Context: an optimization exercise on an open-source flow, tuned for small area, a short achievable clock period and few clock cycles per item. The choices shown serve that exercise and are no tape-out recipe.
The RTL was checked by simulation tests, not by an equivalence proof against the original design.
Power figures rest on the tool's default switching activity, not on a simulated workload.

red:
// fft_mask_mult_pipe
module fft_mask_mult_pipe (
    input  logic               clk_i,
    input  logic               rst_i,
    input  logic               clr_i,
    input  logic               in_valid_i,
    output logic               in_ready_o,
    input  logic signed [15:0] in_re_i,
    input  logic signed [15:0] in_im_i,
    input  logic signed [15:0] mask_i,
    input  logic               in_last_i,
    output logic               out_valid_o,
    input  logic               out_ready_i,
    output logic signed [15:0] out_re_o,
    output logic signed [15:0] out_im_o,
    output logic [8:0]         out_bin_o,
    output logic               out_last_o,
    output logic               sat_o,
    output logic               frame_err_o
);
For scale: about 1600 cells after synthesis, ~100 I/O pins.
Settings: LEC_CHECK=0, ABC_AREA=1, CAP_MARGIN=20, CORE_MARGIN=2, CORE_UTILIZATION=60, CTS_BUF_LIST=sky130_fd_sc_hd__clkbuf_16 sky130_fd_sc_hd__clkbuf_8, CTS_CLUSTER_DIAMETER=100, CTS_CLUSTER_SIZE=30, SETUP_SLACK_MARGIN=3.5, SLEW_MARGIN=20, TNS_END_PERCENT=20; clock period 7.0 ns.
standard.sh (not shown) runs the stock make flow with config.mk's settings and CLKGATE_MAP_FILE= SYNTH_SCRIPT=/design/flow/synth_recipe.tcl, a recipe that flattens the netlist after the stock synthesis.
==> flow/flow/run.sh <==
#!/bin/bash
# Own layout flow: the standard flow, with two changes.
#  1. After the standard synthesis, flow/fixpol.py re-chooses the polarity of
#     full-adder and xor cells so fewer inverters sit between them (the
#     netlist's function, registers and ports are unchanged).
#  2. Ports are buffered with buf_1 cells (BUFFER_PORTS_ARGS) instead of the
#     default pick.
# Each tool's full output goes to a log file in this folder.
set -euo pipefail
R=orfs/results/sky130hd/fft_mask_mult_pipe/base
export BUFFER_PORTS_ARGS="-buffer_cell sky130_fd_sc_hd__buf_1"
bash standard.sh synth > synth.log 2>&1
cp $R/1_2_yosys.v 1_2_yosys_standard.v
python3 flow/fixpol.py $R/1_2_yosys.v > fixpol.log 2>&1
rm -f $R/1_synth.odb $R/1_synth.sdc
bash standard.sh synth > synth_odb.log 2>&1
bash standard.sh finish > finish.log 2>&1
Other scripts of this flow, unchanged in this note and not shown: flow/flow/fixpol.py
Testbench counts of red, summed over its fixed seeds: cycles 32,920, items 32,896.
Here is what was changed in the inputs of blue compared with red.
Settings: swapping 60 for 40 in CORE_UTILIZATION.
==> comparison <==
- The slowest stage cell on the critical path comes out fa_1 in one run and edfxtp_1 in the other, namely in red and blue respectively.
- Worst voltage drop across the vdd grid was lower in blue than in red.
- Comparing red with blue, the average wire length per cell after detail routing came out essentially unchanged.
- Diff red -> blue: wire length now sits higher; cell count saw an increase; global-route usage went down by 8.7 points; cell area shows an increase of about 2.4%.
> inputs changed (blue -> green)
Settings: CAP_MARGIN: 20 -> 0; SLEW_MARGIN: 20 -> 0.
==> run summary <==
Re sequential cell count: no difference whatsoever between blue and green.
On largest fanout of any net on the critical path, green and blue are basically level.
Reported for green and blue, transition at the pin with the smallest max-transition slack turned out identical to the last digit.
From blue to green, power did not move at all.
Comparing blue against green, there is no change at all in residual DRC count.
Re count of mapped cells out of synthesis: no difference whatsoever between blue and green.
Diff blue..green | routed wire length | unchanged
green -> blue: clock-buffer cell count delta 0, exact match
Diff blue..green | net count of the mapped netlist | unchanged
Between green and blue, the area share of buffers outside the clock network figures differ only marginally.

========
Another version of the RTL of fft_mask_mult_pipe (not shown whole).
Size in the first run: ~100 I/O pins.
Design fft_mask_mult_pipe, start of the top module:
module fft_mask_mult_pipe (
    input  logic               clk_i,
    input  logic               rst_i,
    input  logic               clr_i,
    input  logic               in_valid_i,
    output logic               in_ready_o,
    input  logic signed [15:0] in_re_i,
    input  logic signed [15:0] in_im_i,
    input  logic signed [15:0] mask_i,
    input  logic               in_last_i,
    output logic               out_valid_o,
    input  logic               out_ready_i,
    output logic signed [15:0] out_re_o,
    output logic signed [15:0] out_im_o,
    output logic [8:0]         out_bin_o,
    output logic               out_last_o,
    output logic               sat_o,
    output logic               frame_err_o
);
export LEC_CHECK = 0
export ABC_AREA = 1
export CAP_MARGIN = 20
export CORE_MARGIN = 2
export CORE_UTILIZATION = 40
export CTS_BUF_LIST = sky130_fd_sc_hd__clkbuf_16 sky130_fd_sc_hd__clkbuf_8
export CTS_CLUSTER_DIAMETER = 100
export CTS_CLUSTER_SIZE = 30
export SETUP_SLACK_MARGIN = 3.7
export SLEW_MARGIN = 20
export TNS_END_PERCENT = 5
create_clock -name core_clock -period 7.0 [get_ports {clk_i}]
==> flow/flow/run.sh <==
#!/bin/bash
# Own layout flow: the standard flow, with two changes.
#  1. After the standard synthesis, flow/fixpol.py re-chooses the polarity of
#     full-adder, xor and De Morgan-dual cells so fewer inverters remain, and
#     dissolves synthesis buffers (the placer re-buffers); the netlist's
#     function, registers and ports are unchanged.
#  2. Ports are buffered with buf_1 cells (BUFFER_PORTS_ARGS) instead of the
#     default pick.
# Each tool's full output goes to a log file in this folder.
set -euo pipefail
R=orfs/results/sky130hd/fft_mask_mult_pipe/base
export BUFFER_PORTS_ARGS="-buffer_cell sky130_fd_sc_hd__buf_1"
bash standard.sh synth > synth.log 2>&1
cp $R/1_2_yosys.v 1_2_yosys_standard.v
python3 flow/fixpol.py $FLOW_HOME/platforms/sky130hd/lib/sky130_fd_sc_hd__tt_025C_1v80.lib $R/1_2_yosys.v 0.5 > fixpol.log 2>&1
rm -f $R/1_synth.odb $R/1_synth.sdc
bash standard.sh synth > synth_odb.log 2>&1
bash standard.sh finish > finish.log 2>&1
Other scripts of this flow, unchanged in this note and not shown: flow/flow/fixpol.py
The starting point finished with timing, DRC and antenna clean.
Testbench counts at the start, summed over its fixed seeds: cycles 32,920, items 32,896.
Change:
- CORE_UTILIZATION: 40 -> 55
- SETUP_SLACK_MARGIN: 3.7 -> 3.8
- TNS_END_PERCENT: 5 -> 20
Outcome: Utilization climbs by 17 points; synthesized cell count stays the same; power drops by 1.4%; global-route usage climbs by 7.1 points.
Change:
- CORE_UTILIZATION: 55 -> 40
- SETUP_SLACK_MARGIN: 3.8 -> 3.9
The new run finished clean.
Clock power increases by roughly a tenth.
First-iteration DRC count increases by a few percent.
Core utilization decreases by 15 points.
Wire length increases by a few percent.
Non-clock buffer count increases by 14.
Register-to-register slack gains 140 ps.
Change:
- SETUP_SLACK_MARGIN: 3.9 -> 4.1
Routed wire length went up by 1.1%.
Global-route usage went up by 0.12 points.
Critical path depth went up by 1.
Register-to-register slack barely changes.
Area after synthesis does not change.
Change:
- SETUP_SLACK_MARGIN: 4.1 -> 3.7
The changed run completed without violations.
Power decreases by a few percent.
Combinational power shrinks by a few percent.
Wire length falls by a few percent.
Non-clock buffer count decreases by 49.
Worst hold slack degrades by 3.6 ps.
Via count fell by a few percent.

========
main:
Starting RTL as in the previous note.
Design fft_mask_mult_pipe, start of the top module:
module fft_mask_mult_pipe (
    input  logic               clk_i,
    input  logic               rst_i,
    input  logic               clr_i,
    input  logic               in_valid_i,
    output logic               in_ready_o,
    input  logic signed [15:0] in_re_i,
    input  logic signed [15:0] in_im_i,
    input  logic signed [15:0] mask_i,
    input  logic               in_last_i,
    output logic               out_valid_o,
    input  logic               out_ready_i,
    output logic signed [15:0] out_re_o,
    output logic signed [15:0] out_im_o,
    output logic [8:0]         out_bin_o,
    output logic               out_last_o,
    output logic               sat_o,
    output logic               frame_err_o
);
Settings: LEC_CHECK=0, ABC_AREA=1, CAP_MARGIN=20, CORE_MARGIN=2, CORE_UTILIZATION=40, CTS_BUF_LIST=sky130_fd_sc_hd__clkbuf_16 sky130_fd_sc_hd__clkbuf_8, CTS_CLUSTER_DIAMETER=100, CTS_CLUSTER_SIZE=30, PLACE_DENSITY=0.75, SETUP_SLACK_MARGIN=3.8, SLEW_MARGIN=20, TNS_END_PERCENT=20; clock period 7.0 ns.
Scripts as last shown in full above: flow/flow/run.sh
Other scripts of this flow, unchanged in this note and not shown: flow/flow/fixpol.py
Testbench counts of main, summed over its fixed seeds: cycles 32,920, items 32,896.
Relative to main, the following input files were edited for the feature branch:
Settings: PLACE_DENSITY removed (was 0.75); SETUP_SLACK_MARGIN changed from 3.8 to 3.5.
Results
Library cell contributing the largest single delay on the critical path: sky130_fd_sc_hd__edfxtp_1 -> the feature branch, sky130_fd_sc_hd__fa_1 -> main. The multi-input gate share of total cell area in the feature branch was higher than what main gave. The feature branch against main; non-clock buffer count is down by more than a quarter. Wire: the feature branch routes less than main. Total power ended up about 2% lower on the feature branch than on main. Per the comparison of the feature branch with main, via count shrank by 810; setup slack after layout lower; post-synthesis instance total was more or less identical. Final design instance area without fill | the feature branch below main.

-- port drivers added, routing unchanged --
In the flow no input, the clock included, has a driving cell. The finished layouts below were timed again as built, in two steps.
Step 1 (the two cells are an assumption about what drives the block):
set clk [get_ports {clk_i}]
set_driving_cell -lib_cell sky130_fd_sc_hd__clkbuf_16 $clk
set_driving_cell -lib_cell sky130_fd_sc_hd__buf_2 [delete_from_list [all_inputs] $clk]
Step 2 adds t to the input delays and takes it off the output delays; t is the mean of the earliest and latest rising clock arrival at the registers after step 1. Input paths then give back, and output paths get back, about the clock's delay inside the block.
Three values: ideal ports, drivers, drivers and shift; two values: the first two.
run | t (ns) | slack for setup (ns) | worst hold slack (ns) | worst register clock-pin slew, ns | worst slew at a driven data input, ns
red | 0.546 | 3.484 / 3.484 / 3.484 | 0.435 / 0.435 / 0.435 | 0.11 / 0.11 | 0.03
blue | 0.553 | 3.520 / 3.520 / 3.520 | 0.434 / 0.434 / 0.434 | 0.11 / 0.11 | 0.03
green | 0.553 | 3.520 / 3.520 / 3.520 | 0.434 / 0.434 / 0.434 | 0.11 / 0.11 | 0.03
the first run of note 2 | 0.571 | 3.698 / 3.677 / 3.677 | 0.441 / 0.441 / 0.441 | 0.11 / 0.11 | 0.06
the second run of note 2 | 0.545 | 3.693 / 3.693 / 3.474 | 0.440 / 0.440 / 0.440 | 0.11 / 0.11 | 0.04
the third run of note 2 | 0.566 | 3.829 / 3.816 / 3.732 | 0.455 / 0.455 / 0.455 | 0.10 / 0.10 | 0.04
the fourth run of note 2 | 0.562 | 3.824 / 3.817 / 3.740 | 0.445 / 0.445 / 0.445 | 0.10 / 0.10 | 0.04
the fifth run of note 2 | 0.570 | 3.698 / 3.677 / 3.677 | 0.442 / 0.442 / 0.442 | 0.11 / 0.11 | 0.06
main | 0.544 | 3.807 / 3.798 / 3.703 | 0.434 / 0.434 / 0.434 | 0.11 / 0.11 | 0.05
the feature branch | 0.574 | 3.547 / 3.547 / 3.547 | 0.442 / 0.442 / 0.442 | 0.11 / 0.11 | 0.06
After both steps every run listed still meets setup and hold. The setup slack of the second run of note 2, which loses most, moves by 0.000 ns with the drivers and by -0.219 ns with both steps.
